From an optimization exercise on the open Yosys and OpenROAD flow, aimed at small area, a short achievable clock period and few clock cycles per item; shortcuts taken in it are not production practice.
The RTL was checked by simulation tests, not by an equivalence proof against the original design.
Power and IR drop assume default switching activity.

`design.v`:
```
`default_nettype none
package itsp_pkg;
   localparam int unsigned K_W = 23;   
   function automatic logic [K_W-1:0] ka(input logic [3:0] a);
      ka =
         (a == 4'd0) ? 23'd7669079 :
         (a == 4'd1) ? 23'd8034321 :
         (a == 4'd2) ? 23'd10956 :
         (a == 4'd3) ? 23'd376198 :
         (a == 4'd4) ? 23'd741441 :
         (a == 4'd5) ? 23'd1106683 :
         (a == 4'd6) ? 23'd1471926 :
         (a == 4'd7) ? 23'd1837168 :
         (a == 4'd8) ? 23'd2202411 :
         (a == 4'd9) ? 23'd2567653 :
         (a == 4'd10) ? 23'd2202411 :
         (a == 4'd11) ? 23'd2567653 :
         (a == 4'd12) ? 23'd2202411 :
         (a == 4'd13) ? 23'd2567653 :
         (a == 4'd14) ? 23'd2202411 :
         23'd2567653;
   endfunction
   function automatic logic [K_W-1:0] kb(input logic [3:0] b, input logic ao);
      kb =
         ({ao, b} == 5'd0) ? 23'd0 :
         ({ao, b} == 5'd1) ? 23'd36524 :
         ({ao, b} == 5'd2) ? 23'd73048 :
         ({ao, b} == 5'd3) ? 23'd109572 :
         ({ao, b} == 5'd4) ? 23'd146097 :
         ({ao, b} == 5'd5) ? 23'd182621 :
         ({ao, b} == 5'd6) ? 23'd219145 :
         ({ao, b} == 5'd7) ? 23'd255669 :
         ({ao, b} == 5'd8) ? 23'd292194 :
         ({ao, b} == 5'd9) ? 23'd328718 :
         ({ao, b} == 5'd10) ? 23'd292194 :
         ({ao, b} == 5'd11) ? 23'd328718 :
         ({ao, b} == 5'd12) ? 23'd292194 :
         ({ao, b} == 5'd13) ? 23'd328718 :
         ({ao, b} == 5'd14) ? 23'd292194 :
         ({ao, b} == 5'd15) ? 23'd328718 :
         ({ao, b} == 5'd16) ? 23'd0 :
         ({ao, b} == 5'd17) ? 23'd36524 :
         ({ao, b} == 5'd18) ? 23'd73049 :
         ({ao, b} == 5'd19) ? 23'd109573 :
         ({ao, b} == 5'd20) ? 23'd146097 :
         ({ao, b} == 5'd21) ? 23'd182621 :
         ({ao, b} == 5'd22) ? 23'd219146 :
         ({ao, b} == 5'd23) ? 23'd255670 :
         ({ao, b} == 5'd24) ? 23'd292194 :
         ({ao, b} == 5'd25) ? 23'd328718 :
         ({ao, b} == 5'd26) ? 23'd292194 :
         ({ao, b} == 5'd27) ? 23'd328718 :
         ({ao, b} == 5'd28) ? 23'd292194 :
         ({ao, b} == 5'd29) ? 23'd328718 :
         ({ao, b} == 5'd30) ? 23'd292194 :
         23'd328718;
   endfunction
   function automatic logic [K_W-1:0] kc(input logic [3:0] c);
      kc =
         (c == 4'd0) ? 23'd0 :
         (c == 4'd1) ? 23'd3652 :
         (c == 4'd2) ? 23'd7305 :
         (c == 4'd3) ? 23'd10957 :
         (c == 4'd4) ? 23'd14610 :
         (c == 4'd5) ? 23'd18262 :
         (c == 4'd6) ? 23'd21915 :
         (c == 4'd7) ? 23'd25567 :
         (c == 4'd8) ? 23'd29220 :
         (c == 4'd9) ? 23'd32872 :
         (c == 4'd10) ? 23'd29220 :
         (c == 4'd11) ? 23'd32872 :
         (c == 4'd12) ? 23'd29220 :
         (c == 4'd13) ? 23'd32872 :
         (c == 4'd14) ? 23'd29220 :
         23'd32872;
   endfunction
   function automatic logic [K_W-1:0] kd(input logic [3:0] d, input logic co);
      kd =
         ({co, d} == 5'd0) ? 23'd0 :
         ({co, d} == 5'd1) ? 23'd366 :
         ({co, d} == 5'd2) ? 23'd731 :
         ({co, d} == 5'd3) ? 23'd1096 :
         ({co, d} == 5'd4) ? 23'd1461 :
         ({co, d} == 5'd5) ? 23'd1827 :
         ({co, d} == 5'd6) ? 23'd2192 :
         ({co, d} == 5'd7) ? 23'd2557 :
         ({co, d} == 5'd8) ? 23'd2922 :
         ({co, d} == 5'd9) ? 23'd3288 :
         ({co, d} == 5'd10) ? 23'd2922 :
         ({co, d} == 5'd11) ? 23'd3288 :
         ({co, d} == 5'd12) ? 23'd2922 :
         ({co, d} == 5'd13) ? 23'd3288 :
         ({co, d} == 5'd14) ? 23'd2922 :
         ({co, d} == 5'd15) ? 23'd3288 :
         ({co, d} == 5'd16) ? 23'd1 :
         ({co, d} == 5'd17) ? 23'd366 :
         ({co, d} == 5'd18) ? 23'd731 :
         ({co, d} == 5'd19) ? 23'd1097 :
         ({co, d} == 5'd20) ? 23'd1462 :
         ({co, d} == 5'd21) ? 23'd1827 :
         ({co, d} == 5'd22) ? 23'd2192 :
         ({co, d} == 5'd23) ? 23'd2558 :
         ({co, d} == 5'd24) ? 23'd2923 :
         ({co, d} == 5'd25) ? 23'd3288 :
         ({co, d} == 5'd26) ? 23'd2923 :
         ({co, d} == 5'd27) ? 23'd3288 :
         ({co, d} == 5'd28) ? 23'd2923 :
         ({co, d} == 5'd29) ? 23'd3288 :
         ({co, d} == 5'd30) ? 23'd2923 :
         23'd3288;
   endfunction
   function automatic logic [K_W-1:0] kmon(input logic m1, input logic [3:0] m0, input logic lp);
      kmon =
         ({m1, m0, lp} == 6'd0) ? 23'd0 :
         ({m1, m0, lp} == 6'd1) ? 23'd0 :
         ({m1, m0, lp} == 6'd2) ? 23'd0 :
         ({m1, m0, lp} == 6'd3) ? 23'd0 :
         ({m1, m0, lp} == 6'd4) ? 23'd31 :
         ({m1, m0, lp} == 6'd5) ? 23'd31 :
         ({m1, m0, lp} == 6'd6) ? 23'd59 :
         ({m1, m0, lp} == 6'd7) ? 23'd60 :
         ({m1, m0, lp} == 6'd8) ? 23'd90 :
         ({m1, m0, lp} == 6'd9) ? 23'd91 :
         ({m1, m0, lp} == 6'd10) ? 23'd120 :
         ({m1, m0, lp} == 6'd11) ? 23'd121 :
         ({m1, m0, lp} == 6'd12) ? 23'd151 :
         ({m1, m0, lp} == 6'd13) ? 23'd152 :
         ({m1, m0, lp} == 6'd14) ? 23'd181 :
         ({m1, m0, lp} == 6'd15) ? 23'd182 :
         ({m1, m0, lp} == 6'd16) ? 23'd212 :
         ({m1, m0, lp} == 6'd17) ? 23'd213 :
         ({m1, m0, lp} == 6'd18) ? 23'd243 :
         ({m1, m0, lp} == 6'd19) ? 23'd244 :
         ({m1, m0, lp} == 6'd20) ? 23'd212 :
         ({m1, m0, lp} == 6'd21) ? 23'd213 :
         ({m1, m0, lp} == 6'd22) ? 23'd243 :
         ({m1, m0, lp} == 6'd23) ? 23'd244 :
         ({m1, m0, lp} == 6'd24) ? 23'd212 :
         ({m1, m0, lp} == 6'd25) ? 23'd213 :
         ({m1, m0, lp} == 6'd26) ? 23'd243 :
         ({m1, m0, lp} == 6'd27) ? 23'd244 :
         ({m1, m0, lp} == 6'd28) ? 23'd212 :
         ({m1, m0, lp} == 6'd29) ? 23'd213 :
         ({m1, m0, lp} == 6'd30) ? 23'd243 :
         ({m1, m0, lp} == 6'd31) ? 23'd244 :
         ({m1, m0, lp} == 6'd32) ? 23'd273 :
         ({m1, m0, lp} == 6'd33) ? 23'd274 :
         ({m1, m0, lp} == 6'd34) ? 23'd304 :
         ({m1, m0, lp} == 6'd35) ? 23'd305 :
         ({m1, m0, lp} == 6'd36) ? 23'd334 :
         ({m1, m0, lp} == 6'd37) ? 23'd335 :
         ({m1, m0, lp} == 6'd38) ? 23'd304 :
         ({m1, m0, lp} == 6'd39) ? 23'd305 :
         ({m1, m0, lp} == 6'd40) ? 23'd334 :
         ({m1, m0, lp} == 6'd41) ? 23'd335 :
         ({m1, m0, lp} == 6'd42) ? 23'd304 :
         ({m1, m0, lp} == 6'd43) ? 23'd305 :
         ({m1, m0, lp} == 6'd44) ? 23'd334 :
         ({m1, m0, lp} == 6'd45) ? 23'd335 :
         ({m1, m0, lp} == 6'd46) ? 23'd304 :
         ({m1, m0, lp} == 6'd47) ? 23'd305 :
         ({m1, m0, lp} == 6'd48) ? 23'd334 :
         ({m1, m0, lp} == 6'd49) ? 23'd335 :
         ({m1, m0, lp} == 6'd50) ? 23'd304 :
         ({m1, m0, lp} == 6'd51) ? 23'd305 :
         ({m1, m0, lp} == 6'd52) ? 23'd334 :
         ({m1, m0, lp} == 6'd53) ? 23'd335 :
         ({m1, m0, lp} == 6'd54) ? 23'd304 :
         ({m1, m0, lp} == 6'd55) ? 23'd305 :
         ({m1, m0, lp} == 6'd56) ? 23'd334 :
         ({m1, m0, lp} == 6'd57) ? 23'd335 :
         ({m1, m0, lp} == 6'd58) ? 23'd304 :
         ({m1, m0, lp} == 6'd59) ? 23'd305 :
         ({m1, m0, lp} == 6'd60) ? 23'd334 :
         ({m1, m0, lp} == 6'd61) ? 23'd335 :
         ({m1, m0, lp} == 6'd62) ? 23'd304 :
         23'd305;
   endfunction
endpackage
`default_nettype wire
`default_nettype none
module itsp_add (
   input  wire logic [38:0] a,
   input  wire logic [38:0] b,
   output      logic [38:0] s
);
   logic [38:0] p0, g0;
   assign p0 = a ^ b;
   assign g0 = a & b;
   logic g1_1, p1_1, g1_3, p1_3, g1_5, p1_5, g1_7, p1_7;
   logic g1_9, p1_9, g1_11, p1_11, g1_13, p1_13, g1_15, p1_15;
   logic g1_17, p1_17, g1_19, p1_19, g1_21, p1_21, g1_23, p1_23;
   logic g1_25, p1_25, g1_27, p1_27, g1_29, p1_29, g1_31, p1_31;
   logic g1_33, p1_33, g1_35, p1_35, g1_37, p1_37, g2_3, p2_3;
   logic g2_7, p2_7, g2_11, p2_11, g2_15, p2_15, g2_19, p2_19;
   logic g2_23, p2_23, g2_27, p2_27, g2_31, p2_31, g2_35, p2_35;
   logic g3_7, p3_7, g3_15, p3_15, g3_23, p3_23, g3_31, p3_31;
   logic g4_15, p4_15, g4_31, p4_31, g5_31, p5_31, g7_23, p7_23;
   logic g8_11, p8_11, g8_19, p8_19, g8_27, p8_27, g8_35, p8_35;
   logic g9_5, p9_5, g9_9, p9_9, g9_13, p9_13, g9_17, p9_17;
   logic g9_21, p9_21, g9_25, p9_25, g9_29, p9_29, g9_33, p9_33;
   logic g9_37, p9_37, g10_2, g10_4, g10_6, g10_8, g10_10, g10_12;
   logic g10_14, g10_16, g10_18, g10_20, g10_22, g10_24, g10_26, g10_28;
   logic g10_30, g10_32, g10_34, g10_36, g10_38;
   assign g1_1 = g0[1] | (p0[1] & g0[0]);
   assign p1_1 = p0[1] & p0[0];
   assign g1_3 = g0[3] | (p0[3] & g0[2]);
   assign p1_3 = p0[3] & p0[2];
   assign g1_5 = g0[5] | (p0[5] & g0[4]);
   assign p1_5 = p0[5] & p0[4];
   assign g1_7 = g0[7] | (p0[7] & g0[6]);
   assign p1_7 = p0[7] & p0[6];
   assign g1_9 = g0[9] | (p0[9] & g0[8]);
   assign p1_9 = p0[9] & p0[8];
   assign g1_11 = g0[11] | (p0[11] & g0[10]);
   assign p1_11 = p0[11] & p0[10];
   assign g1_13 = g0[13] | (p0[13] & g0[12]);
   assign p1_13 = p0[13] & p0[12];
   assign g1_15 = g0[15] | (p0[15] & g0[14]);
   assign p1_15 = p0[15] & p0[14];
   assign g1_17 = g0[17] | (p0[17] & g0[16]);
   assign p1_17 = p0[17] & p0[16];
   assign g1_19 = g0[19] | (p0[19] & g0[18]);
   assign p1_19 = p0[19] & p0[18];
   assign g1_21 = g0[21] | (p0[21] & g0[20]);
   assign p1_21 = p0[21] & p0[20];
   assign g1_23 = g0[23] | (p0[23] & g0[22]);
   assign p1_23 = p0[23] & p0[22];
   assign g1_25 = g0[25] | (p0[25] & g0[24]);
   assign p1_25 = p0[25] & p0[24];
   assign g1_27 = g0[27] | (p0[27] & g0[26]);
   assign p1_27 = p0[27] & p0[26];
   assign g1_29 = g0[29] | (p0[29] & g0[28]);
   assign p1_29 = p0[29] & p0[28];
   assign g1_31 = g0[31] | (p0[31] & g0[30]);
   assign p1_31 = p0[31] & p0[30];
   assign g1_33 = g0[33] | (p0[33] & g0[32]);
   assign p1_33 = p0[33] & p0[32];
   assign g1_35 = g0[35] | (p0[35] & g0[34]);
   assign p1_35 = p0[35] & p0[34];
   assign g1_37 = g0[37] | (p0[37] & g0[36]);
   assign p1_37 = p0[37] & p0[36];
   assign g2_3 = g1_3 | (p1_3 & g1_1);
   assign p2_3 = p1_3 & p1_1;
   assign g2_7 = g1_7 | (p1_7 & g1_5);
   assign p2_7 = p1_7 & p1_5;
   assign g2_11 = g1_11 | (p1_11 & g1_9);
   assign p2_11 = p1_11 & p1_9;
   assign g2_15 = g1_15 | (p1_15 & g1_13);
   assign p2_15 = p1_15 & p1_13;
   assign g2_19 = g1_19 | (p1_19 & g1_17);
   assign p2_19 = p1_19 & p1_17;
   assign g2_23 = g1_23 | (p1_23 & g1_21);
   assign p2_23 = p1_23 & p1_21;
   assign g2_27 = g1_27 | (p1_27 & g1_25);
   assign p2_27 = p1_27 & p1_25;
   assign g2_31 = g1_31 | (p1_31 & g1_29);
   assign p2_31 = p1_31 & p1_29;
   assign g2_35 = g1_35 | (p1_35 & g1_33);
   assign p2_35 = p1_35 & p1_33;
   assign g3_7 = g2_7 | (p2_7 & g2_3);
   assign p3_7 = p2_7 & p2_3;
   assign g3_15 = g2_15 | (p2_15 & g2_11);
   assign p3_15 = p2_15 & p2_11;
   assign g3_23 = g2_23 | (p2_23 & g2_19);
   assign p3_23 = p2_23 & p2_19;
   assign g3_31 = g2_31 | (p2_31 & g2_27);
   assign p3_31 = p2_31 & p2_27;
   assign g4_15 = g3_15 | (p3_15 & g3_7);
   assign p4_15 = p3_15 & p3_7;
   assign g4_31 = g3_31 | (p3_31 & g3_23);
   assign p4_31 = p3_31 & p3_23;
   assign g5_31 = g4_31 | (p4_31 & g4_15);
   assign p5_31 = p4_31 & p4_15;
   assign g7_23 = g3_23 | (p3_23 & g4_15);
   assign p7_23 = p3_23 & p4_15;
   assign g8_11 = g2_11 | (p2_11 & g3_7);
   assign p8_11 = p2_11 & p3_7;
   assign g8_19 = g2_19 | (p2_19 & g4_15);
   assign p8_19 = p2_19 & p4_15;
   assign g8_27 = g2_27 | (p2_27 & g7_23);
   assign p8_27 = p2_27 & p7_23;
   assign g8_35 = g2_35 | (p2_35 & g5_31);
   assign p8_35 = p2_35 & p5_31;
   assign g9_5 = g1_5 | (p1_5 & g2_3);
   assign p9_5 = p1_5 & p2_3;
   assign g9_9 = g1_9 | (p1_9 & g3_7);
   assign p9_9 = p1_9 & p3_7;
   assign g9_13 = g1_13 | (p1_13 & g8_11);
   assign p9_13 = p1_13 & p8_11;
   assign g9_17 = g1_17 | (p1_17 & g4_15);
   assign p9_17 = p1_17 & p4_15;
   assign g9_21 = g1_21 | (p1_21 & g8_19);
   assign p9_21 = p1_21 & p8_19;
   assign g9_25 = g1_25 | (p1_25 & g7_23);
   assign p9_25 = p1_25 & p7_23;
   assign g9_29 = g1_29 | (p1_29 & g8_27);
   assign p9_29 = p1_29 & p8_27;
   assign g9_33 = g1_33 | (p1_33 & g5_31);
   assign p9_33 = p1_33 & p5_31;
   assign g9_37 = g1_37 | (p1_37 & g8_35);
   assign p9_37 = p1_37 & p8_35;
   assign g10_2 = g0[2] | (p0[2] & g1_1);
   assign g10_4 = g0[4] | (p0[4] & g2_3);
   assign g10_6 = g0[6] | (p0[6] & g9_5);
   assign g10_8 = g0[8] | (p0[8] & g3_7);
   assign g10_10 = g0[10] | (p0[10] & g9_9);
   assign g10_12 = g0[12] | (p0[12] & g8_11);
   assign g10_14 = g0[14] | (p0[14] & g9_13);
   assign g10_16 = g0[16] | (p0[16] & g4_15);
   assign g10_18 = g0[18] | (p0[18] & g9_17);
   assign g10_20 = g0[20] | (p0[20] & g8_19);
   assign g10_22 = g0[22] | (p0[22] & g9_21);
   assign g10_24 = g0[24] | (p0[24] & g7_23);
   assign g10_26 = g0[26] | (p0[26] & g9_25);
   assign g10_28 = g0[28] | (p0[28] & g8_27);
   assign g10_30 = g0[30] | (p0[30] & g9_29);
   assign g10_32 = g0[32] | (p0[32] & g5_31);
   assign g10_34 = g0[34] | (p0[34] & g9_33);
   assign g10_36 = g0[36] | (p0[36] & g8_35);
   assign g10_38 = g0[38] | (p0[38] & g9_37);
   assign s[0] = p0[0];
   assign s[1] = p0[1] ^ g0[0];
   assign s[2] = p0[2] ^ g1_1;
   assign s[3] = p0[3] ^ g10_2;
   assign s[4] = p0[4] ^ g2_3;
   assign s[5] = p0[5] ^ g10_4;
   assign s[6] = p0[6] ^ g9_5;
   assign s[7] = p0[7] ^ g10_6;
   assign s[8] = p0[8] ^ g3_7;
   assign s[9] = p0[9] ^ g10_8;
   assign s[10] = p0[10] ^ g9_9;
   assign s[11] = p0[11] ^ g10_10;
   assign s[12] = p0[12] ^ g8_11;
   assign s[13] = p0[13] ^ g10_12;
   assign s[14] = p0[14] ^ g9_13;
   assign s[15] = p0[15] ^ g10_14;
   assign s[16] = p0[16] ^ g4_15;
   assign s[17] = p0[17] ^ g10_16;
   assign s[18] = p0[18] ^ g9_17;
   assign s[19] = p0[19] ^ g10_18;
   assign s[20] = p0[20] ^ g8_19;
   assign s[21] = p0[21] ^ g10_20;
   assign s[22] = p0[22] ^ g9_21;
   assign s[23] = p0[23] ^ g10_22;
   assign s[24] = p0[24] ^ g7_23;
   assign s[25] = p0[25] ^ g10_24;
   assign s[26] = p0[26] ^ g9_25;
   assign s[27] = p0[27] ^ g10_26;
   assign s[28] = p0[28] ^ g8_27;
   assign s[29] = p0[29] ^ g10_28;
   assign s[30] = p0[30] ^ g9_29;
   assign s[31] = p0[31] ^ g10_30;
   assign s[32] = p0[32] ^ g5_31;
   assign s[33] = p0[33] ^ g10_32;
   assign s[34] = p0[34] ^ g9_33;
   assign s[35] = p0[35] ^ g10_34;
   assign s[36] = p0[36] ^ g8_35;
   assign s[37] = p0[37] ^ g10_36;
   assign s[38] = p0[38] ^ g9_37;
endmodule
`default_nettype wire
`default_nettype none
module iso8601_utc_timestamp_parser_unit (
   input  wire logic        clock,
   input  wire logic        reset,
   input  wire logic        req_tvalid,
   output      logic        req_tready,
   input  wire logic [7:0]  req_tdata,    
   input  wire logic        req_tlast,    
   output      logic        rsp_tvalid,
   input  wire logic        rsp_tready,
   output      logic [39:0] rsp_tdata,    
   output      logic        rsp_tuser     
);
   localparam int unsigned W = 39;
   logic       in_v, in_last;
   logic       in_p0;            
   logic [3:0] in_lo;
   logic [1:0] in_hi;
   logic       st_ka, st_kb, st_kc, st_kd, st_mon, st_tens, st_unit, st_x24, st_x60;
   logic [4:0] pos;              
   logic [3:0] prv;              
   logic       aodd;             
   logic [1:0] hm4;              
   logic       codd, cz;         
   logic       lp;               
   logic [1:0] mcls;             
   logic       err;              
   logic       rv, rok;          
   logic [W-1:0] acc;
   logic consume, is_final, take, go;   
   logic [4:0] pos_nx;
   logic isdig, isdash, iscolon, isT, isZ, bad, day_ok, ok;
   logic [3:0] dg;
   assign dg      = in_lo;
   assign isdig   = (in_hi == 2'd1) && (in_lo <= 4'd9);
   assign iscolon = (in_hi == 2'd1) && (in_lo == 4'hA);
   assign isdash  = (in_hi == 2'd2) && (in_lo == 4'hD);
   assign isT     = (in_hi == 2'd3) && (in_lo == 4'h4);
   assign isZ     = (in_hi == 2'd3) && (in_lo == 4'hA);
   assign consume    = in_v && (in_p0 || !rv);
   assign go         = in_v && !rv && !in_last;    
   assign is_final   = consume && in_last;
   assign req_tready = !in_v || in_p0 || !rv;
   assign take       = req_tvalid && req_tready;
   assign pos_nx     = !consume ? pos : (in_last ? 5'd0 : pos + 5'd1);
   always_ff @(posedge clock) begin
      if (reset)        in_v <= 1'b0;
      else if (take)    in_v <= 1'b1;
      else if (consume) in_v <= 1'b0;
      if (take) begin
         in_lo   <= req_tdata[3:0];
         in_last <= req_tlast;
         in_p0   <= (pos_nx == 5'd0) && !req_tlast;
         if (req_tdata[7:4] == 4'h3)                             in_hi <= 2'd1;
         else if (req_tdata[7:4] == 4'h2)                        in_hi <= 2'd2;
         else if (!req_tdata[7] && req_tdata[6] && req_tdata[4]) in_hi <= 2'd3;
         else                                                    in_hi <= 2'd0;
         st_ka   <= (pos_nx == 5'd1);
         st_kb   <= (pos_nx == 5'd2);
         st_kc   <= (pos_nx == 5'd3);
         st_kd   <= (pos_nx == 5'd4);
         st_mon  <= (pos_nx == 5'd6);
         st_tens <= (pos_nx == 5'd8) || (pos_nx == 5'd11) || (pos_nx == 5'd14) || (pos_nx == 5'd17);
         st_unit <= (pos_nx == 5'd9) || (pos_nx == 5'd12) || (pos_nx == 5'd15) || (pos_nx == 5'd18);
         st_x24  <= (pos_nx == 5'd10);
         st_x60  <= (pos_nx == 5'd13) || (pos_nx == 5'd16);
      end
   end
   always_comb begin
      case (prv[1:0])
         2'd0:    day_ok = (dg != 4'd0);
         2'd1:    day_ok = 1'b1;
         2'd2:    day_ok = (mcls != 2'd2) || (dg <= 4'd8) || lp;
         default: day_ok = (mcls == 2'd0) ? (dg <= 4'd1) : ((mcls == 2'd1) && (dg == 4'd0));
      endcase
   end
   always_comb begin
      case (pos)
         5'd0, 5'd1, 5'd2, 5'd3, 5'd15: bad = !isdig;
         5'd4, 5'd7:   bad = !isdash;
         5'd5:         bad = !isdig || (dg > 4'd1);
         5'd6:         bad = !isdig || (prv[0] ? (dg > 4'd2) : (dg == 4'd0));
         5'd8:         bad = !isdig || (dg > 4'd3);
         5'd9:         bad = !isdig || !day_ok;
         5'd10:        bad = !isT;
         5'd11:        bad = !isdig || (dg > 4'd2);
         5'd12:        bad = !isdig || (prv[1] && (dg > 4'd3));
         5'd13, 5'd16: bad = !iscolon;
         5'd14:        bad = !isdig || (dg > 4'd5);
         5'd17:        bad = !isdig || (dg > 4'd6);
         5'd18:        bad = !isdig || (prv[2] && prv[1] && (dg != 4'd0));
         5'd19:        bad = !isZ || !in_last;
         default:      bad = 1'b1;
      endcase
   end
   assign ok = !err && isZ && (pos == 5'd19);
   logic [W-1:0] a_op, b_op, acc_nx;
   logic [itsp_pkg::K_W-1:0] kv;
   logic [6:0]   tens;
   logic         keep;
   assign tens = (dg[2:0] == 3'd0) ? 7'd0  : (dg[2:0] == 3'd1) ? 7'd10 :
                 (dg[2:0] == 3'd2) ? 7'd20 : (dg[2:0] == 3'd3) ? 7'd30 :
                 (dg[2:0] == 3'd4) ? 7'd40 : (dg[2:0] == 3'd5) ? 7'd50 :
                 (dg[2:0] == 3'd6) ? 7'd60 : 7'd70;
   assign kv = ({itsp_pkg::K_W{go && st_ka}} & itsp_pkg::ka(prv)) |
               ({itsp_pkg::K_W{go && st_kb}} & itsp_pkg::kb(prv, aodd)) |
               ({itsp_pkg::K_W{go && st_kc}} & itsp_pkg::kc(prv)) |
               ({itsp_pkg::K_W{go && st_kd}} &
                ((prv == 4'd0) ? itsp_pkg::K_W'(codd || (cz && (hm4 != 2'd0)))
                               : itsp_pkg::kd(prv, codd))) |
               ({itsp_pkg::K_W{go && st_mon}} & itsp_pkg::K_W'(itsp_pkg::kmon(prv[0], dg, lp))) |
               ({itsp_pkg::K_W{go && st_tens}} & itsp_pkg::K_W'(tens)) |
               ({itsp_pkg::K_W{go && st_unit}} & itsp_pkg::K_W'(dg));
   assign keep = !((go && (st_ka || st_x24 || st_x60)) || (is_final && !ok));
   assign a_op = ({W{keep}} & acc) |
                 ({W{go && st_x24}} & (acc << 4)) |
                 ({W{go && st_x60}} & {acc[W-7:0], 6'd1});
   assign b_op = {{(W - itsp_pkg::K_W){go && st_ka && kv[itsp_pkg::K_W-1]}}, kv} |
                 ({W{go && st_x24}} & (acc << 3)) |
                 ({W{go && st_x60}} & ~(acc << 2));
   itsp_add u_add (
      .a (a_op),
      .b (b_op),
      .s (acc_nx)
   );
   always_ff @(posedge clock) begin
      acc <= acc_nx;
      if (consume) begin
         prv <= dg;
         case (pos)
            5'd1: aodd <= prv[0];
            5'd2: hm4  <= {prv[1] ^ aodd, prv[0]};
            5'd3: begin
               codd <= prv[0];
               cz   <= (prv == 4'd0);
            end
            5'd4: lp <= (cz && (prv == 4'd0)) ? (hm4 == 2'd0) : ({prv[1] ^ codd, prv[0]} == 2'd0);
            5'd6: begin
               if (prv[0])                                            mcls <= (dg == 4'd1) ? 2'd1 : 2'd0;
               else if (dg == 4'd2)                                   mcls <= 2'd2;
               else if ((dg == 4'd4) || (dg == 4'd6) || (dg == 4'd9)) mcls <= 2'd1;
               else                                                   mcls <= 2'd0;
            end
            default: ;
         endcase
      end
      if (is_final) rok <= ok;
   end
   always_ff @(posedge clock) begin
      if (reset) begin
         pos <= '0;
         err <= 1'b0;
         rv  <= 1'b0;
      end else begin
         pos <= pos_nx;
         if (consume) err <= in_last ? 1'b0 : (err || bad);
         if (is_final)        rv <= 1'b1;
         else if (rsp_tready) rv <= 1'b0;
      end
   end
   assign rsp_tvalid = rv;
   assign rsp_tdata  = {1'b0, acc};
   assign rsp_tuser  = rok;
endmodule
`default_nettype wire
```
`run.sh`:
```
#!/bin/bash
# synth_recipe.tcl (not shown) runs the flow's synth.tcl, then flattens the netlist and writes it again
# the make line also repeats each setting of config.mk as NAME=value (left out here)
make -C /OpenROAD-flow-scripts/flow DESIGN_CONFIG=/design/flow/config.mk WORK_HOME=/design/flow/orfs CLKGATE_MAP_FILE= SYNTH_SCRIPT=/design/flow/synth_recipe.tcl finish
```
`config.mk`:
```
export PLATFORM = sky130hd
export DESIGN_NAME = iso8601_utc_timestamp_parser_unit
export DESIGN_NICKNAME = iso8601_utc_timestamp_parser_unit
export VERILOG_FILES = /design/flow/design.v
export SDC_FILE = /design/flow/constraint.sdc
export NUM_CORES = 4
export LEC_CHECK = 0
export CAP_MARGIN = 20
export CORE_MARGIN = 2
export CORE_UTILIZATION = 40
export SLEW_MARGIN = 20
```
`constraint.sdc`:
```
create_clock -name core_clock -period 7.0 [get_ports {clock}]
set_input_delay 1.4000 -clock core_clock [delete_from_list [all_inputs] [get_ports {clock}]]
set_output_delay 1.4000 -clock core_clock [all_outputs]
set_load 0.01 [all_outputs]
```
==> summary.md, run 1 <==
| Metric | Value |
|---|---|
| Pwr Density | between 200 and 300 nW/um2 |
| Worst path slowest cell | edfxtp_1 |
| Mux share of post-synthesis cell area | 0.00290 |
| Share of post-route cells with drive strength above 1 | 0.0470 |
| Worst Hold Class | reg -> reg |
| Async S/R FF share, synth | 0 |
| IO Pins | 56 |
| Worst-Margin Slew | 905 ps |
| Distinct cells, synth | between 70 and 80 |
| Largest net degree at the start of global routing | 69 |
| Initial antenna violation count | 0 |
| Share of the yosys chip area belonging to registers | 0.267 |
| Hold Fails Final Rpt | 0 |
| Area leader, netlist | dfxtp_1 |
| Post-synth net total | 928 |
| Drt first pass iters | 9 |
| Crit path cell chain | nor3b_1 -> and3_1 -> and4b_1 -> o21a_1 -> buf_4 -> a222oi_1 -> inv_1 -> ha_1 -> a211o_1 -> a2111oi_4 -> a31oi_1 -> a21boi_2 -> or2_4 -> o21ai_2 -> a21o_1 -> a21o_1 -> fa_1 -> xor2_1 |
| Die width | 135 um |
| CTS tree | built |
| Pleak | 3.37 nW |
| CTS H-Tree Depth | 3 |
| Initial Util | 0.404 |
| Worst path required time | 7230 ps |
| Setup crit end kind | flip-flop |
| Design Area, Final | 7870 um2 |
| Final setup vio count | 0 |
| Largest family of logic cells by synthesized area | compound AO/OA/AOI/OAI gates |
| Top-count cell post-synth | nand2_1 |
| Die Y | 135 um |
| Post-CTS setup buffer count | 0 |
| Sink Count | 77 |
| Ant diodes | 0 |
| GRT Overall Usage | 0.235 |
| Port bufs | 54 |
| Top post-synthesis cells by count | nand2_1 (81), inv_1 (60), a21oi_1 (59) |
| Worst VDD drop | 173 uV |
| Critical path type | reg -> reg |
| Via count | 6827 |
| Nets | 941 |
| Avg WL per Cell | 19.2 um |
| RSZ-0062 raised after global routing | no |
| Final period util | 0.802 |
| Skew-Pair Late Insertion Delay | ~350 ps |
| CTS clk-pin slew, worst paths | ~70 ps |
| XOR/XNOR Fraction of Synth Area | 0.0406 |
| First-pass GRT wire length | 34100 um |
| Post-synth EDFFs | 30 |
| Main synth FF type | dfxtp_1 |
| Drc violations | 0 |
| Post-synthesis register bit count | 77 |
| Status | timing/DRC/antenna clean |
| Minimum clock period | 5620 ps |
| Final WS setup | 1380 ps |
| Synth Warn # | 1 |
| Syn Std Cell Area | 6910 um2 |
| Final WL | 21000 um |
| Adder-Cell Fraction of Synth Area | 0.133 |
| Worst Skew | 11.6 ps |
| Vias per inst | ~6.2 |
| Average cell area after synthesis | 8.09 um2 |
| Post-CTS resize count | 0 |
| Worst slack, placed | 1490 ps |
| Max Freq | about 180 MHz |
| Synth Area in Simple Gates | 0.192 |
| Top post-synthesis cells by area | dfxtp_1 (14%), edfxtp_1 (13%), ha_1 (7.6%) |
| Max FO, Critical Path | 25 |
| CTS buffer count | 9 |
| Setup TNS | 0 ps |
| Dpl hpwl | approximately 15000 um |
| Root buf cell | clkbuf_16 |
| Setup crit start kind | flip-flop |
| Row Count | 48 |
| Rel. slew slack | 0.393 |
| Slew Viols, Final | 0 |
| Vias in the first global route | 6290 |
| Total of max-cap violations | 0 |
| CP most frequent cell | a21o_1 |
| Die area | around 18000 um2 |
| Global route total overflow | 0 |
| Core area | about 17000 um2 |
| Area delta synth->final | 13.9% |
| Worst Path Arrival | 5850 ps |
| 1st-iter DRT viols | roughly 890 |
| Routed Antenna Nets | 0 |
| Placement Cell Area | 7550 um2 |
| Max incr delay on CP | 830 ps |
| Complex-gate fraction of the synthesized area | 0.295 |
| Syn Inst Count | 854 |
| CTS Buffer Depth | 2 |
| Synth top area share | 0.136 |
| Final GP Congestion | 0.944 |
| Hold buffers post-CTS | 0 |
## registers in the layout (all words and copies together), names as in the netlist, 2 cells and up
signal	count
acc	39
hm4	2
in_hi	2
in_lo	4
mcls	2
pos	5
prv	4
## cell usage in the layout (no fill, tap or decap), types with 21 or more instances in the layout
cell type and n:
ha_1 42, nor2_1 55, nand2_1 81, inv_1 60
edfxtp_1 30, o211ai_1 21, a222oi_1 36, clkdlybuf4s50_1 54
dfxtp_1 47, o21ai_0 57, a21oi_1 59
## layout make-up
cell class | instances | area [um2]
Sequential cell | 77 | 1840
Tap cell | 225 | 282
Multi-Input combinational cell | 654 | 4590
Fill cell | 1742 | 9250
Timing Repair Buffer | 63 | 608
Clock buffer | 11 | 233
Clock inverter | 5 | 85.1
Inverter | 62 | 233
## stage by stage
step                      hold WS, ps  utilization  power (W)  instances
after floorplan                   436            -    0.00120        854
after global placement            501        0.441    0.00160       1081
after detailed placement          506        0.441    0.00160       1081
after CTS                         517        0.460    0.00212       1097
after global routing              559        0.460    0.00225       1097
final                             521        0.460    0.00211       1097
## report_power, final
part	leakage, nW	internal, W	switching, W
sequential	0.683	0.000581	0.000227
combinational	2.53	0.000404	0.000386
clock	0.150	0.000314	0.000201
total	3.37	0.00130	0.000815
## critical path, delay by kind of cell, from the launching register on
kind / cells / cell delay (ps)
xor+xnor: 1 / 160
flops: 1 / 830
fa+ha+maj: 2 / 680
buf+inv: 2 / 450
compound gates: 9 / 2290
simple gates: 4 / 1100
## final timing paths
check        endpoint  depth (start not counted)      from  slack (ps)
max reg2reg   acc[31]                         18  in_lo[1]        1380
max           acc[31]                         18  in_lo[1]        1380
min               err                          2       err         520
min reg2reg       err                          2       err         520
## per-layer routing
layer	vias up	GRT usage	wire length [um]
met5	-	0	0
li1	3225	-	-
met2	313	0.357	9390
met1	3233	0.334	9320
met3	56	0.0430	1710
met4	0	0.0810	589
## logic make-up after synthesis
group	after synthesis
AO/OA/AOI/OAI	290
AND/OR/NAND/NOR	267
XOR/XNOR	32
buffers and inverters	123
multiplexers	2
adder cells (fa/ha/maj)	62
flip-flops	77
other	1
Testbench counts, summed over its fixed seeds: cycles 32,016, items 1,600.
==> run 2, diff against run 1 <==
--- a/design.v
+++ b/design.v
@@ -376,11 +376,13 @@
    localparam int unsigned W = 39;
    logic       in_v, in_last;
    logic       in_p0;            
+   logic       in_zend;          
    logic [3:0] in_lo;
    logic [1:0] in_hi;
-   logic       st_ka, st_kb, st_kc, st_kd, st_mon, st_tens, st_unit, st_x24, st_x60;
+   logic       st_ka, st_k, st_tens, st_unit, st_x24, st_x60;
    logic [4:0] pos;              
-   logic [3:0] prv;              
+   logic [2:0] prv;              
+   logic [itsp_pkg::K_W-1:0] kreg;    
    logic       aodd;             
    logic [1:0] hm4;              
    logic       codd, cz;         
@@ -413,15 +415,13 @@
          in_lo   <= req_tdata[3:0];
          in_last <= req_tlast;
          in_p0   <= (pos_nx == 5'd0) && !req_tlast;
+         in_zend <= ((req_tdata & 8'hDF) == 8'h5A) && req_tlast && (pos_nx == 5'd19);
          if (req_tdata[7:4] == 4'h3)                             in_hi <= 2'd1;
          else if (req_tdata[7:4] == 4'h2)                        in_hi <= 2'd2;
          else if (!req_tdata[7] && req_tdata[6] && req_tdata[4]) in_hi <= 2'd3;
          else                                                    in_hi <= 2'd0;
          st_ka   <= (pos_nx == 5'd1);
-         st_kb   <= (pos_nx == 5'd2);
-         st_kc   <= (pos_nx == 5'd3);
-         st_kd   <= (pos_nx == 5'd4);
-         st_mon  <= (pos_nx == 5'd6);
+         st_k    <= (pos_nx == 5'd2) || (pos_nx == 5'd3) || (pos_nx == 5'd4) || (pos_nx == 5'd7);
          st_tens <= (pos_nx == 5'd8) || (pos_nx == 5'd11) || (pos_nx == 5'd14) || (pos_nx == 5'd17);
          st_unit <= (pos_nx == 5'd9) || (pos_nx == 5'd12) || (pos_nx == 5'd15) || (pos_nx == 5'd18);
          st_x24  <= (pos_nx == 5'd10);
@@ -455,7 +455,7 @@
          default:      bad = 1'b1;
       endcase
    end
-   assign ok = !err && isZ && (pos == 5'd19);
+   assign ok = !err && in_zend;
    logic [W-1:0] a_op, b_op, acc_nx;
    logic [itsp_pkg::K_W-1:0] kv;
    logic [6:0]   tens;
@@ -464,20 +464,14 @@
                  (dg[2:0] == 3'd2) ? 7'd20 : (dg[2:0] == 3'd3) ? 7'd30 :
                  (dg[2:0] == 3'd4) ? 7'd40 : (dg[2:0] == 3'd5) ? 7'd50 :
                  (dg[2:0] == 3'd6) ? 7'd60 : 7'd70;
-   assign kv = ({itsp_pkg::K_W{go && st_ka}} & itsp_pkg::ka(prv)) |
-               ({itsp_pkg::K_W{go && st_kb}} & itsp_pkg::kb(prv, aodd)) |
-               ({itsp_pkg::K_W{go && st_kc}} & itsp_pkg::kc(prv)) |
-               ({itsp_pkg::K_W{go && st_kd}} &
-                ((prv == 4'd0) ? itsp_pkg::K_W'(codd || (cz && (hm4 != 2'd0)))
-                               : itsp_pkg::kd(prv, codd))) |
-               ({itsp_pkg::K_W{go && st_mon}} & itsp_pkg::K_W'(itsp_pkg::kmon(prv[0], dg, lp))) |
+   assign kv = ({itsp_pkg::K_W{go && (st_ka || st_k)}} & kreg) |
                ({itsp_pkg::K_W{go && st_tens}} & itsp_pkg::K_W'(tens)) |
                ({itsp_pkg::K_W{go && st_unit}} & itsp_pkg::K_W'(dg));
    assign keep = !((go && (st_ka || st_x24 || st_x60)) || (is_final && !ok));
    assign a_op = ({W{keep}} & acc) |
                  ({W{go && st_x24}} & (acc << 4)) |
                  ({W{go && st_x60}} & {acc[W-7:0], 6'd1});
-   assign b_op = {{(W - itsp_pkg::K_W){go && st_ka && kv[itsp_pkg::K_W-1]}}, kv} |
+   assign b_op = {{(W - itsp_pkg::K_W){go && st_ka && kreg[itsp_pkg::K_W-1]}}, kv} |
                  ({W{go && st_x24}} & (acc << 3)) |
                  ({W{go && st_x60}} & ~(acc << 2));
    itsp_add u_add (
@@ -488,16 +482,28 @@
    always_ff @(posedge clock) begin
       acc <= acc_nx;
       if (consume) begin
-         prv <= dg;
+         prv <= dg[2:0];
          case (pos)
-            5'd1: aodd <= prv[0];
-            5'd2: hm4  <= {prv[1] ^ aodd, prv[0]};
+            5'd0: begin
+               aodd <= dg[0];
+               kreg <= itsp_pkg::ka(dg);
+            end
+            5'd1: begin
+               hm4  <= {dg[1] ^ aodd, dg[0]};
+               kreg <= itsp_pkg::kb(dg, aodd);
+            end
+            5'd2: begin
+               codd <= dg[0];
+               cz   <= (dg == 4'd0);
+               kreg <= itsp_pkg::kc(dg);
+            end
             5'd3: begin
-               codd <= prv[0];
-               cz   <= (prv == 4'd0);
+               lp   <= (cz && (dg == 4'd0)) ? (hm4 == 2'd0) : ({dg[1] ^ codd, dg[0]} == 2'd0);
+               kreg <= (dg == 4'd0) ? itsp_pkg::K_W'(codd || (cz && (hm4 != 2'd0)))
+                                    : itsp_pkg::kd(dg, codd);
             end
-            5'd4: lp <= (cz && (prv == 4'd0)) ? (hm4 == 2'd0) : ({prv[1] ^ codd, prv[0]} == 2'd0);
             5'd6: begin
+               kreg <= itsp_pkg::K_W'(itsp_pkg::kmon(prv[0], dg, lp));
                if (prv[0])                                            mcls <= (dg == 4'd1) ? 2'd1 : 2'd0;
                else if (dg == 4'd2)                                   mcls <= 2'd2;
                else if ((dg == 4'd4) || (dg == 4'd6) || (dg == 4'd9)) mcls <= 2'd1;
--- a/config.mk
+++ b/config.mk
@@ -7,5 +7,6 @@
 export LEC_CHECK = 0
 export CAP_MARGIN = 20
 export CORE_MARGIN = 2
-export CORE_UTILIZATION = 40
+export CORE_UTILIZATION = 30
+export SETUP_SLACK_MARGIN = 3.0
 export SLEW_MARGIN = 20
==> run 2 against run 1 <==
Largest power group unchanged. Sequential share of layout area is 3.0 points higher. Routed wire length is 18% higher. Still clean. Critical path type unchanged. Power is 7.9% higher. Via count is 12% higher. Largest cell class unchanged. Area after synthesis is 9.0% higher.
==> summary.md, run 2 <==
| Metric | Value |
|---|---|
| Hold Fails Final Rpt | 0 (unchanged) |
| First-pass GRT wire length | 38900 um (+14%) |
| Crit path cell chain | nor3b_4 -> buf_4 -> buf_12 -> buf_12 -> nand2_8 -> nand2_2 -> ha_4 -> fa_2 -> a21o_1 -> nand4_1 -> a31oi_2 -> o21a_1 -> a221o_1 -> a221o_1 -> a31o_1 -> or4_1 -> and4_1 |
| CTS Buffer Depth | 2 (unchanged) |
| Minimum clock period | 4090 ps (-1530 ps) |
| Commonest non-fill, non-tap cell in the layout | nand2_1 |
| Worst slack, placed | 1780 ps (+289 ps) |
| Via count | 7656 (+12%) |
| Vias in the first global route | 7080 (+13%) |
| Nets | 1050 (+12%) |
| Top post-synthesis cells by area | edfxtp_1 (20%), dfxtp_1 (12%), ha_1 (7.0%) |
| Worst-Margin Slew | 1040 ps (+137 ps) |
| Initial antenna violation count | 0 (unchanged) |
| Pwr Density | 246 nW/um2 (-8.4%) |
| Fillers | 2485 (+43%) |
| Final core occ | 0.379 (-0.0806) |
| Vias per inst | 5.87 (-5.7%) |
| Top post-synthesis cells by count | nand2_1 (119), nor2_1 (71), o21ai_0 (71) |
| Dpl hpwl | 16100 um (+6.8%) |
| Total of max-cap violations | 0 (unchanged) |
| Clock share of power | 0.225 (-0.019) |
| Worst Path Arrival | 4350 ps (-1500 ps) |
| Async S/R FF share, synth | 0 (unchanged) |
| GRT Overall Usage | 0.184 (-0.0503) |
| Register share of total power | 0.407 (+0.025) |
| 1st-iter DRT viols | 687 (-23%) |
| Worst path required time | 7260 ps (+30 ps) |
| Syn Std Cell Area | 7530 um2 (+9.0%) |
| Top Registers | acc x39, kreg x23, pos x5 |
| Cell Int Power | 0.00142 W (+9.4%) |
| Worst VDD drop | 146 uV (-16%) |
| Row Count | 57 (+19%) |
| Syn Inst Count | 921 (+7.8%) |
| Worst path slowest cell | or4_1 |
| Ant diodes | 0 (unchanged) |
| Worst Hold Class | reg -> reg |
| Final setup vio count | 0 (unchanged) |
| Final WL | 24800 um (+18%) |
| Final period util | 0.584 (-0.218) |
| Max Freq | 245 MHz (+37%) |
| Post-synth net total | 995 (+7.2%) |
| IO Pins | 56 (unchanged) |
| Most flop-heavy register | acc |
| RSZ-0062 raised after global routing | yes |
| Die Y | 162 um (+20%) |
| Sink Count | 97 (+26%) |
| CTS tree | built |
| Skew-Pair Late Insertion Delay | 360 ps (about the same) |
| Commonest cells after routing, fill and taps aside | nand2_1 (112), nor2_1 (70), nand3_1 (63) |
| Post-synth EDFFs | 50 (+67%) |
| Combinational power share | 0.368 (-0.006) |
| Setup crit end kind | flip-flop |
| Final GP Congestion | 0.930 (-1.5%) |
| Worst path bufs/invs | 3 (+1) |
| Root buf cell | clkbuf_16 |
| Port bufs | 54 (unchanged) |
| CTS clk-pin slew, worst paths | 70 ps (about the same) |
| Average cell area after synthesis | 8.18 um2 (+1.1%) |
| Main synth FF type | edfxtp_1 |
| Top-count cell post-synth | nand2_1 |
| Pleak | 3.77 nW (+12%) |
| Share of the yosys chip area belonging to registers | 0.324 (+0.0577) |
| Hold buffers post-CTS | 0 (unchanged) |
| Drt first pass iters | 6 (-3) |
| Global route total overflow | 0 (unchanged) |
| Synth top area share | 0.199 (+0.0632) |
| Die width | 162 um (+20%) |
| Sw Ratio | 0.377 (-0.00823) |
| CTS H-Tree Depth | 3 (unchanged) |
| Final WS setup | 2910 ps (+1530 ps) |
| Synth Warn # | 1 (unchanged) |
| Area delta synth->final | 23.1% |
| Initial Util | 0.308 (-0.0957) |
| Avg WL per Cell | 19.0 um (-0.68%) |
| Drc violations | 0 (unchanged) |
| Worst Skew | 10.6 ps (-0.994 ps) |
| Area leader, netlist | edfxtp_1 |
| Max FO, Critical Path | 22 (-12%) |
| Post-synthesis register bit count | 97 (+26%) |
| Max reg flops | 39 (unchanged) |
| CTS buffer count | 9 (unchanged) |
| Setup crit start kind | flip-flop |
| Core area | 24500 um2 (+43%) |
| Crit-path leading delay family | compound AO/OA/AOI/OAI gates |
| Max incr delay on CP | 480 ps (-350 ps) |
| Critical path type | reg -> reg |
| Rel. slew slack | 0.302 (-0.0907) |
| Slew Viols, Final | 0 (unchanged) |
| Share of post-route cells with drive strength above 1 | 0.123 (+0.0763) |
| Die area | 26400 um2 (+44%) |
| Status | timing/DRC/antenna clean |
| NetSw | 0.000860 W (+5.6%) |
| Routed Antenna Nets | 0 (unchanged) |
| Setup TNS | 0 ps (unchanged) |
| Largest net degree at the start of global routing | 53 (-23%) |
| Distinct cells, synth | 75 (-1.3%) |
run 2: changes by cell type after synthesis, moves of 9 or more:
cell      previous run  this run
nand3_1             19        64
edfxtp_1            30        50
inv_1               60        21
nor2_1              55        71
o22ai_1             15         6
nand2_1             81       119
a222oi_1            36         0
a22oi_1             11        30
clkbuf_1            41        54
o21ai_0             57        71
run 2: cell type report:
class,instances,area [um2],area share
clock buffers,13,282,0.0304
multi-input cells,743,5030,0.542
repair buffers,101,1000,0.108
flip-flops and latches,97,2440,0.264
inverters,24,92.6,0.00998
well taps,324,405,0.0437
clock inverters,3,20.0,0.00216
run 2: worst paths after layout:
path              to  cells past startpoint  slack [ps]    start
max          acc[38]                     17        2910  in_last
min              err                      2         540      err
max reg2reg  acc[38]                     17        2910  in_last
min reg2reg      err                      2         540      err
run 2: power by group through the flow:
| stage | sequential, W | clock, W | combinational [W] |
|---|---|---|---|
| floorplan | 0.000895 | 0 | 0.000432 |
| global placement | 0.000942 | 0 | 0.000771 |
| detailed placement | 0.000937 | 0 | 0.000788 |
| CTS | 0.000925 | 0.000522 | 0.000822 |
| global route | 0.000943 | 0.000547 | 0.000930 |
| finish | 0.000928 | 0.000514 | 0.000840 |
run 2: timing repair:
item	CTS	global route
hold endpoints to repair	0	0
pin swaps	18	11
setup buffers	21	13
gates resized for setup	41	21
setup endpoints to repair	28	20
cloned	6	4
run 2: cells by family after synthesis:
group	after synthesis	synth area share
fa+ha+maj	61	0.120
simple gates	353	0.220
buf+inv	90	0.0457
flops	97	0.324
compound gates	286	0.250
mux	3	0.00415
other cells	1	0.000498
xor+xnor	30	0.0349
run 2: metrics by stage:
stage	power [W]	hold slack (ps)	cells	instance area, um2
after floorplan	0.00133	424	921	7610
after global placement	0.00171	497	1245	8340
after detailed placement	0.00172	507	1245	8340
after CTS	0.00227	531	1288	9040
after global routing	0.00242	585	1305	9270
final	0.00228	544	1305	9270
run 2: per-layer routing:
| metal | wire (um) | global-route usage | vias to the layer above |
|---|---|---|---|
| li1 | - | - | 3538 |
| met1 | 10400 | 0.249 | 3664 |
| met2 | 11600 | 0.297 | 409 |
| met3 | 2180 | 0.0359 | 45 |
| met4 | 586 | 0.0571 | 0 |
| met5 | 0 | 0 | - |
run 2: worst min-delay path: stages (launching register included):
cell,delay (ps)
dfxtp_1,320
a21oi_1,130
nor3_1,50
Testbench counts of run 2, summed over its fixed seeds: cycles 32,016, items 1,600.
==> run 3, diff against run 2 <==
--- a/design.v
+++ b/design.v
@@ -391,7 +391,7 @@
    logic       err;              
    logic       rv, rok;          
    logic [W-1:0] acc;
-   logic consume, is_final, take, go;   
+   logic consume, is_final, take, go;
    logic [4:0] pos_nx;
    logic isdig, isdash, iscolon, isT, isZ, bad, day_ok, ok;
    logic [3:0] dg;
@@ -402,7 +402,7 @@
    assign isT     = (in_hi == 2'd3) && (in_lo == 4'h4);
    assign isZ     = (in_hi == 2'd3) && (in_lo == 4'hA);
    assign consume    = in_v && (in_p0 || !rv);
-   assign go         = in_v && !rv && !in_last;    
+   assign go         = in_v && !rv;    
    assign is_final   = consume && in_last;
    assign req_tready = !in_v || in_p0 || !rv;
    assign take       = req_tvalid && req_tready;
@@ -420,12 +420,15 @@
          else if (req_tdata[7:4] == 4'h2)                        in_hi <= 2'd2;
          else if (!req_tdata[7] && req_tdata[6] && req_tdata[4]) in_hi <= 2'd3;
          else                                                    in_hi <= 2'd0;
-         st_ka   <= (pos_nx == 5'd1);
-         st_k    <= (pos_nx == 5'd2) || (pos_nx == 5'd3) || (pos_nx == 5'd4) || (pos_nx == 5'd7);
-         st_tens <= (pos_nx == 5'd8) || (pos_nx == 5'd11) || (pos_nx == 5'd14) || (pos_nx == 5'd17);
-         st_unit <= (pos_nx == 5'd9) || (pos_nx == 5'd12) || (pos_nx == 5'd15) || (pos_nx == 5'd18);
-         st_x24  <= (pos_nx == 5'd10);
-         st_x60  <= (pos_nx == 5'd13) || (pos_nx == 5'd16);
+         st_ka   <= !req_tlast && (pos_nx == 5'd1);
+         st_k    <= !req_tlast && ((pos_nx == 5'd2) || (pos_nx == 5'd3) || (pos_nx == 5'd4) ||
+                                   (pos_nx == 5'd7));
+         st_tens <= !req_tlast && ((pos_nx == 5'd8) || (pos_nx == 5'd11) || (pos_nx == 5'd14) ||
+                                   (pos_nx == 5'd17));
+         st_unit <= !req_tlast && ((pos_nx == 5'd9) || (pos_nx == 5'd12) || (pos_nx == 5'd15) ||
+                                   (pos_nx == 5'd18));
+         st_x24  <= !req_tlast && (pos_nx == 5'd10);
+         st_x60  <= !req_tlast && ((pos_nx == 5'd13) || (pos_nx == 5'd16));
       end
    end
    always_comb begin
--- a/config.mk
+++ b/config.mk
@@ -8,5 +8,6 @@
 export CAP_MARGIN = 20
 export CORE_MARGIN = 2
 export CORE_UTILIZATION = 30
-export SETUP_SLACK_MARGIN = 3.0
+export CTS_BUF_LIST = sky130_fd_sc_hd__clkbuf_8
+export SETUP_SLACK_MARGIN = 3.5
 export SLEW_MARGIN = 20
==> run 3 against run 2 <==
Routed wire length is 4.9% lower. Synthesized cell count is 2.7% lower. Power is 11% higher. Critical endpoint is now acc[27].
==> summary.md, run 3 <==
| Metric | Value |
|---|---|
| Share of post-route cells with drive strength above 1 | 0.146 (+0.0231) |
| Pleak | 3.65 nW (-3.1%) |
| Commonest non-fill, non-tap cell in the layout | nand2_1 |
| CTS Buffer Depth | 2 (unchanged) |
| Initial antenna violation count | 1 (+1) |
| CTS clk-pin slew, worst paths | 110 ps (+40 ps) |
| Total of max-cap violations | 0 (unchanged) |
| Post-synth net total | 970 (-2.5%) |
| Skew-Pair Late Insertion Delay | 400 ps (+40 ps) |
| Top Registers | acc x39, kreg x23, pos x5 |
| Synth top area share | 0.198 (-0.000890) |
| Max reg flops | 39 (unchanged) |
| Average cell area after synthesis | 8.44 um2 (+3.3%) |
| Async S/R FF share, synth | 0 (unchanged) |
| Final core occ | 0.374 (-0.00531) |
| Via count | 7447 (-2.7%) |
| Nets | 1018 (-3.0%) |
| Most flop-heavy register | acc |
| Pwr Density | 271 nW/um2 (+10%) |
| Top-count cell post-synth | nand2_1 |
| Port bufs | 54 (unchanged) |
| Area delta synth->final | 23.4% |
| CP most frequent cell | a21o_1 |
| Critical path type | reg -> reg |
| Vias per inst | 5.82 (-0.75%) |
| Global route total overflow | 0 (unchanged) |
| Setup crit end kind | flip-flop |
| Top post-synthesis cells by area | edfxtp_1 (20%), dfxtp_1 (12%), ha_1 (6.9%) |
| Hold buffers post-CTS | 0 (unchanged) |
| Commonest cells after routing, fill and taps aside | nand2_1 (79), nor2_1 (69), o21ai_0 (58) |
| Final WL | 23600 um (-4.9%) |
| Hold Fails Final Rpt | 0 (unchanged) |
| Max incr delay on CP | 420 ps (-60 ps) |
| Routed Antenna Nets | 0 (unchanged) |
| Distinct cells, synth | 70 (-6.7%) |
| CTS H-Tree Depth | 3 (unchanged) |
| CTS buffer count | 9 (unchanged) |
| Initial Util | 0.303 (-0.00483) |
| Status | timing/DRC/antenna clean |
| Avg WL per Cell | 18.5 um (-3.0%) |
| Rel. slew slack | 0.349 (+0.0465) |
| Drc violations | 0 (unchanged) |
| Vias in the first global route | 6930 (-2.1%) |
| Area leader, netlist | edfxtp_1 |
| Max Freq | 256 MHz (+4.7%) |
| Synth Warn # | 1 (unchanged) |
| Minimum clock period | 3900 ps (-185 ps) |
| Post-synthesis register bit count | 97 (unchanged) |
| GRT Overall Usage | 0.176 (-0.00836) |
| Final setup vio count | 0 (unchanged) |
| Dpl hpwl | 15400 um (-4.3%) |
| Share of the yosys chip area belonging to registers | 0.323 (-0.00145) |
| Drt first pass iters | 10 (+4) |
| Worst path required time | 7310 ps (+50 ps) |
| Main synth FF type | edfxtp_1 |
| Dpl cells | 1224 (-1.7%) |
| Worst path slowest cell | fa_2 |
| Worst path bufs/invs | 2 (-1) |
| RSZ-0062 raised after global routing | yes |
| Die area | 26500 um2 (+0.44%) |
| Die width | 163 um (+0.22%) |
| Post-synth EDFFs | 50 (unchanged) |
| Syn Inst Count | 896 (-2.7%) |
| CTS tree | built |
| Syn Std Cell Area | 7560 um2 (+0.45%) |
| 1st-iter DRT viols | 1108 (+61%) |
| Setup crit start kind | flip-flop |
| Largest net degree at the start of global routing | 56 (+5.7%) |
| Final period util | 0.558 (-0.0265) |
| Worst Path Arrival | 4210 ps (-140 ps) |
| Crit path cell chain | nand2b_4 -> nand3_4 -> o22a_4 -> buf_12 -> buf_16 -> and2_4 -> fa_2 -> a211oi_4 -> o21ai_2 -> a2111oi_4 -> a21oi_2 -> a21o_1 -> a21o_1 -> a21o_1 -> a31o_1 -> fa_2 -> xor2_1 |
| Final std cells w/o fill | 1279 (-2.0%) |
| Die Y | 163 um (+0.22%) |
| Setup TNS | 0 ps (unchanged) |
| Core area | 25000 um2 (+2.1%) |
| Worst-Margin Slew | 972 ps (-69.5 ps) |
| Max FO, Critical Path | 5 (-77%) |
| Sink Count | 97 (unchanged) |
| Row Count | 58 (+1.8%) |
| Slew Viols, Final | 0 (unchanged) |
| Ant diodes | 0 (unchanged) |
| Worst VDD drop | 162 uV (+11%) |
| First-pass GRT wire length | 37200 um (-4.4%) |
| Final GP Congestion | 0.916 (-1.5%) |
| Top post-synthesis cells by count | nand2_1 (83), nor2_1 (71), o21ai_0 (67) |
| Worst Skew | 21.3 ps (+10.7 ps) |
| IO Pins | 56 (unchanged) |
| Crit-path leading delay family | compound AO/OA/AOI/OAI gates |
| Root buf cell | clkbuf_8 |
| Worst Hold Class | reg -> reg |
run 3: cell families (layout without fill, tap and decap cells):
family / count (synthesis) / after routing / share of synthesized area
flip-flops: 97 / 97 / 0.323
buffers and inverters: 124 / 176 / 0.0628
AO/OA/AOI/OAI: 316 / 316 / 0.289
AND/OR/NAND/NOR: 266 / 267 / 0.169
XOR/XNOR: 29 / 29 / 0.0336
other: 1 / 1 / 0.000496
multiplexers: 2 / 2 / 0.00265
adder cells (fa/ha/maj): 61 / 61 / 0.120
run 3: area by class of cell:
cell class / count / area, um2
multi-input cells: 676 / 5010
clock buffers: 9 / 124
well taps: 330 / 413
flip-flops and latches: 97 / 2450
fillers: 2548 / 15600
repair buffers: 105 / 1060
inverters: 55 / 206
clock inverters: 7 / 71.3
run 3: what timing repair did:
action / in CTS / in global routing
setup endpoints to repair: 28 / 27
pin swaps: 14 / 30
cloned: 4 / 1
gates resized for setup: 34 / 46
setup buffers: 16 / 18
run 3: worst paths after layout:
check                           start       to  slack, ps  cells past startpoint
worst min register to register    err      err        510                      2
worst max-delay path            in_p0  acc[27]       3100                     17
worst min-delay path              err      err        510                      2
worst max register to register  in_p0  acc[27]       3100                     17
run 3: routing by layer:
layer	vias to the layer above	part of all wire	track usage
met3	47	0.081	0.0413
met4	0	0.025	0.0559
li1	3470	-	-
met2	371	0.47	0.282
met1	3559	0.42	0.234
met5	-	0	0
run 3: stage by stage:
stage	hold WS, ps	power, W	worst slack, ps	area [um2]
2_1_floorplan	424	0.00152	2990	7680
3_3_place_gp	446	0.00197	2510	8410
3_5_place_dp	465	0.00198	2450	8410
4_1_cts	512	0.00244	3150	8980
5_1_grt	563	0.00270	2940	9330
6_report	508	0.00253	3100	9330
run 3: power breakdown:
part	internal, W	switching [W]	total (W)
Combinational	0.000593	0.000563	0.00116
Sequential	0.000739	0.000245	0.000984
Clock	0.000165	0.000222	0.000387
Total	0.00150	0.00103	0.00253
run 3: tightest hold or removal path: cells and delay by family (launching register included):
kind                   cells  cell delay (ps)
AO/OA/AOI/OAI              1               60
flip-flops                 1              350
buffers and inverters      1               60
Testbench counts of run 3, summed over its fixed seeds: cycles 32,016, items 1,600.
==> run 4, diff against run 3 <==
==> flow/run.sh (new file) <==
#!/bin/bash
# The standard layout, with the port buffers made from the smallest buffer cell.
set -euo pipefail
export BUFFER_PORTS_ARGS="-buffer_cell sky130_fd_sc_hd__buf_1"
bash standard.sh > standard.log 2>&1
==> standard.sh (new file) <==
#!/bin/bash
# synth_recipe.tcl (not shown) runs the flow's synth.tcl, then flattens the netlist and writes it again
# the make line also repeats each setting of config.mk as NAME=value (left out here)
make -C /OpenROAD-flow-scripts/flow DESIGN_CONFIG=/design/flow/config.mk WORK_HOME=/design/flow/orfs CLKGATE_MAP_FILE= SYNTH_SCRIPT=/design/flow/synth_recipe.tcl "${@:-finish}"
--- a/config.mk
+++ b/config.mk
@@ -8,6 +8,5 @@
 export CAP_MARGIN = 20
 export CORE_MARGIN = 2
 export CORE_UTILIZATION = 30
-export CTS_BUF_LIST = sky130_fd_sc_hd__clkbuf_8
 export SETUP_SLACK_MARGIN = 3.5
 export SLEW_MARGIN = 20
removed: run.sh
==> run 4 against run 3 <==
Count of clock-buffer cells in the layout grew 2. Setup slack lost 13 ps. Fmax shrank 0.34%. Still clean on timing, DRC and antenna. Flip-flop and latch count is the same. Power shrank 1.4%. Utilization shrank 1.7 points. Sequential power is essentially flat. Critical path depth is the same. Area after synthesis is the same. Die area is the same. First-iteration DRC count shrank 12%. Critical path type unchanged. Worst hold slack lost 12 ps.
==> summary.md, run 4 <==
| Metric | Value |
|---|---|
| Vias in the first global route | 6845 (-1.2%) |
| Final period util | 0.560 (+0.00191) |
| Placement Cell Area | 8070 um2 (-3.9%) |
| Adder-Cell Fraction of Synth Area | 0.120 (unchanged) |
| Top Registers | acc x39, kreg x23, pos x5 |
| Post-synth net total | 970 (unchanged) |
| Setup crit start kind | flip-flop |
| Dpl hpwl | 15400 um (about the same) |
| Complex-gate fraction of the synthesized area | 0.289 (unchanged) |
| 1st-iter DRT viols | 979 (-12%) |
| Top post-synthesis cells by count | nand2_1 (83), nor2_1 (71), o21ai_0 (67) |
| Setup crit end kind | flip-flop |
| Average cell area after synthesis | 8.44 um2 (unchanged) |
| Max reg flops | 39 (unchanged) |
| Avg WL per Cell | 18.4 um (-0.16%) |
| Largest net degree at the start of global routing | 56 (unchanged) |
| Final GP Congestion | 0.957 (+4.5%) |
| RSZ-0062 raised after global routing | yes |
| Final setup vio count | 0 (unchanged) |
| CTS tree | built |
| Worst path slowest cell | edfxtp_1 |
| Pleak | 3.47 nW (-4.8%) |
| Hold Fails Final Rpt | 0 (unchanged) |
| Critical path type | reg -> reg |
| Initial antenna violation count | 0 (-1) |
| Synth Area in Simple Gates | 0.169 (unchanged) |
| Slew Viols, Final | 0 (unchanged) |
| Skew-Pair Late Insertion Delay | 360 ps (-40 ps) |
| Dpl cells | 1226 (+0.16%) |
| Synth top area share | 0.198 (unchanged) |
| Pwr Density | 280 nW/um2 (+3.2%) |
| Vias per inst | 5.80 (-0.31%) |
| Status | timing/DRC/antenna clean |
| Share of post-route cells with drive strength above 1 | 0.124 (-0.0220) |
| Row Count | 58 (unchanged) |
| Sink Count | 97 (unchanged) |
| Nets | 1001 (-1.7%) |
| Die Y | 163 um (unchanged) |
| Via count | 7325 (-1.6%) |
| Final WL | 23300 um (-1.5%) |
| Root buf cell | clkbuf_16 |
| Minimum clock period | 3920 ps (+13.4 ps) |
| IO Pins | 56 (unchanged) |
| Initial Util | 0.303 (unchanged) |
| Final std cells w/o fill | 1262 (-1.3%) |
| Commonest non-fill, non-tap cell in the layout | nand2_1 |
| Crit path cell chain | nand2b_4 -> nand3_4 -> o22a_4 -> bufbuf_16 -> a222oi_1 -> inv_1 -> ha_4 -> and4_1 -> a21boi_2 -> o32ai_4 -> a21oi_2 -> a21o_1 -> a21o_1 -> a21o_1 -> a31o_1 -> fa_2 -> xor2_1 |
| CTS H-Tree Depth | 3 (unchanged) |
| Top post-synthesis cells by area | edfxtp_1 (20%), dfxtp_1 (12%), ha_1 (6.9%) |
| Post-synthesis register bit count | 97 (unchanged) |
| Syn Std Cell Area | 7560 um2 (unchanged) |
| Die area | 26500 um2 (unchanged) |
| GRT Overall Usage | 0.172 (-0.00425) |
| CTS buffer count | 9 (unchanged) |
| Design Area, Final | 8910 um2 (-4.5%) |
| Drt first pass iters | 8 (-2) |
| CTS Buffer Depth | 2 (unchanged) |
| Total of max-cap violations | 0 (unchanged) |
| Die width | 163 um (unchanged) |
| Area leader, netlist | edfxtp_1 |
| Max FO, Critical Path | 10 (+5) |
| First-pass GRT wire length | 36400 um (-2.1%) |
| Synth Warn # | 1 (unchanged) |
| Worst path required time | 7250 ps (-60 ps) |
| Setup TNS | 0 ps (unchanged) |
| Worst VDD drop | 156 uV (-3.6%) |
| Max Freq | 255 MHz (-0.34%) |
| Worst Skew | 13.2 ps (-8.10 ps) |
| Drc violations | 0 (unchanged) |
| Largest family of logic cells by synthesized area | compound AO/OA/AOI/OAI gates |
| Syn Inst Count | 896 (unchanged) |
| Worst Hold Class | reg -> reg |
| Commonest cells after routing, fill and taps aside | nand2_1 (81), nor2_1 (68), o21ai_0 (60) |
| CP most frequent cell | a21o_1 |
| Rel. slew slack | 0.355 (+0.00671) |
| Distinct cells, synth | 70 (unchanged) |
| Post-synth EDFFs | 50 (unchanged) |
| Port bufs | 54 (unchanged) |
| Ant diodes | 0 (unchanged) |
| Total power | 0.00249 W (-1.4%) |
| XOR/XNOR Fraction of Synth Area | 0.0336 (unchanged) |
| Fillers | 2606 (+2.3%) |
| Hold Worst Slack | 496 ps (-11.9 ps) |
| Worst Path Arrival | 4170 ps (-40 ps) |
| CTS clk-pin slew, worst paths | 80 ps (-30 ps) |
| Most flop-heavy register | acc |
| Core area | 25000 um2 (unchanged) |
| Top-count cell post-synth | nand2_1 |
| Main synth FF type | edfxtp_1 |
| Worst-Margin Slew | 962 ps (-10.0 ps) |
| Area delta synth->final | 17.7% |
| Mux share of post-synthesis cell area | 0.00265 (unchanged) |
| Share of the yosys chip area belonging to registers | 0.323 (unchanged) |
| Max incr delay on CP | 340 ps (-80 ps) |
| Global route total overflow | 0 (unchanged) |
| Routed Antenna Nets | 0 (unchanged) |
| Async S/R FF share, synth | 0 (unchanged) |
==> run 4: timing repair <==
action                                  CTS  global route
cloned                                    3             1
buffers inserted                          9             7
endpoints found under the setup margin   27            27
hold buffers                              0             0
resized for setup                        27            45
pin swaps                                12            14
==> run 4: power by group <==
group | switching, W | internal [W]
clock network | 0.000230 | 0.000291
logic | 0.000562 | 0.000422
registers | 0.000246 | 0.000740
total | 0.00104 | 0.00145
==> run 4: worst paths after layout <==
kind	start	end	slack [ps]	cells past startpoint
worst max-delay path	in_p0	acc[27]	3080	17
worst min-delay path	in_lo[0]	prv[0]	500	0
worst max register to register	in_p0	acc[27]	3080	17
worst min register to register	in_lo[0]	prv[0]	500	0
==> run 4: cell type report <==
type                       instances  area (um2)  share of cell area
clock buffer                      11         244              0.0274
timing repair buffer              88         576              0.0646
multi-input combinational        676        4960               0.557
sequential                        97        2450               0.275
clock inverter                     5        60.1             0.00674
inverter                          55         206              0.0232
tap                              330         413              0.0464
==> run 4: cell families after synthesis <==
kind of cell | after synthesis
and+or+nand+nor | 266
xor gates and xnor gates | 29
adders and majority gates | 61
buffers and inverters | 124
other | 1
muxes | 2
AOI/OAI and AO/OA | 316
DFF | 97
==> run 4: layer usage <==
| layer | up-vias | global-route usage | share of wire |
|---|---|---|---|
| li1 | 3425 | - | - |
| met1 | 3477 | 0.235 | 0.43 |
| met2 | 385 | 0.271 | 0.47 |
| met3 | 38 | 0.0334 | 0.082 |
| met4 | 0 | 0.0595 | 0.022 |
| met5 | - | 0 | 0 |
==> run 4: worst max-delay path: cells and delay by family, from the launching register on <==
family | cells | cell delay [ps]
simple gates | 3 | 390
xor+xnor | 1 | 140
buf+inv | 2 | 460
fa+ha+maj | 2 | 570
compound gates | 9 | 1920
flops | 1 | 340
==> run 4: per-stage QoR <==
| step | setup slack (ps) | util |
|---|---|---|
| after floorplan | 2990 | - |
| after global placement | 2530 | 0.323 |
| after detailed placement | 2520 | 0.323 |
| after CTS | 3090 | 0.346 |
| after global routing | 2890 | 0.357 |
| final | 3080 | 0.357 |

==> what the ideal ports hide <==
The results above use ideal ports. As a check the final layouts listed here were re-extracted and re-timed, cells and wires unchanged.
Step 1: set_driving_cell puts a clkbuf_16 on clock and a buf_2 on each other input, an assumption about the parent block.
Step 2 adds t to the input delays and takes it off the output delays; t is the mean of the earliest and latest rising clock arrival at the registers after step 1. Input paths then give back, and output paths get back, about the clock's delay inside the block.
Three values: no drivers, after step 1, after step 2; two values: the first two.
| run | t (ns) | slack for setup (ns) | worst data-port slew with drivers (ns) | pins driven straight from the clock port |
|---|---|---|---|---|
| run 1 | 0.381 | 1.384 / 1.384 / 1.384 | 0.03 | 1 |
| run 2 | 0.395 | 2.911 / 2.911 / 2.911 | 0.03 | 1 |
| run 3 | 0.434 | 3.096 / 3.096 / 3.096 | 0.03 | 1 |
| run 4 | 0.398 | 3.083 / 3.083 / 3.083 | 0.03 | 1 |
After both steps setup and hold are still met in every run listed.
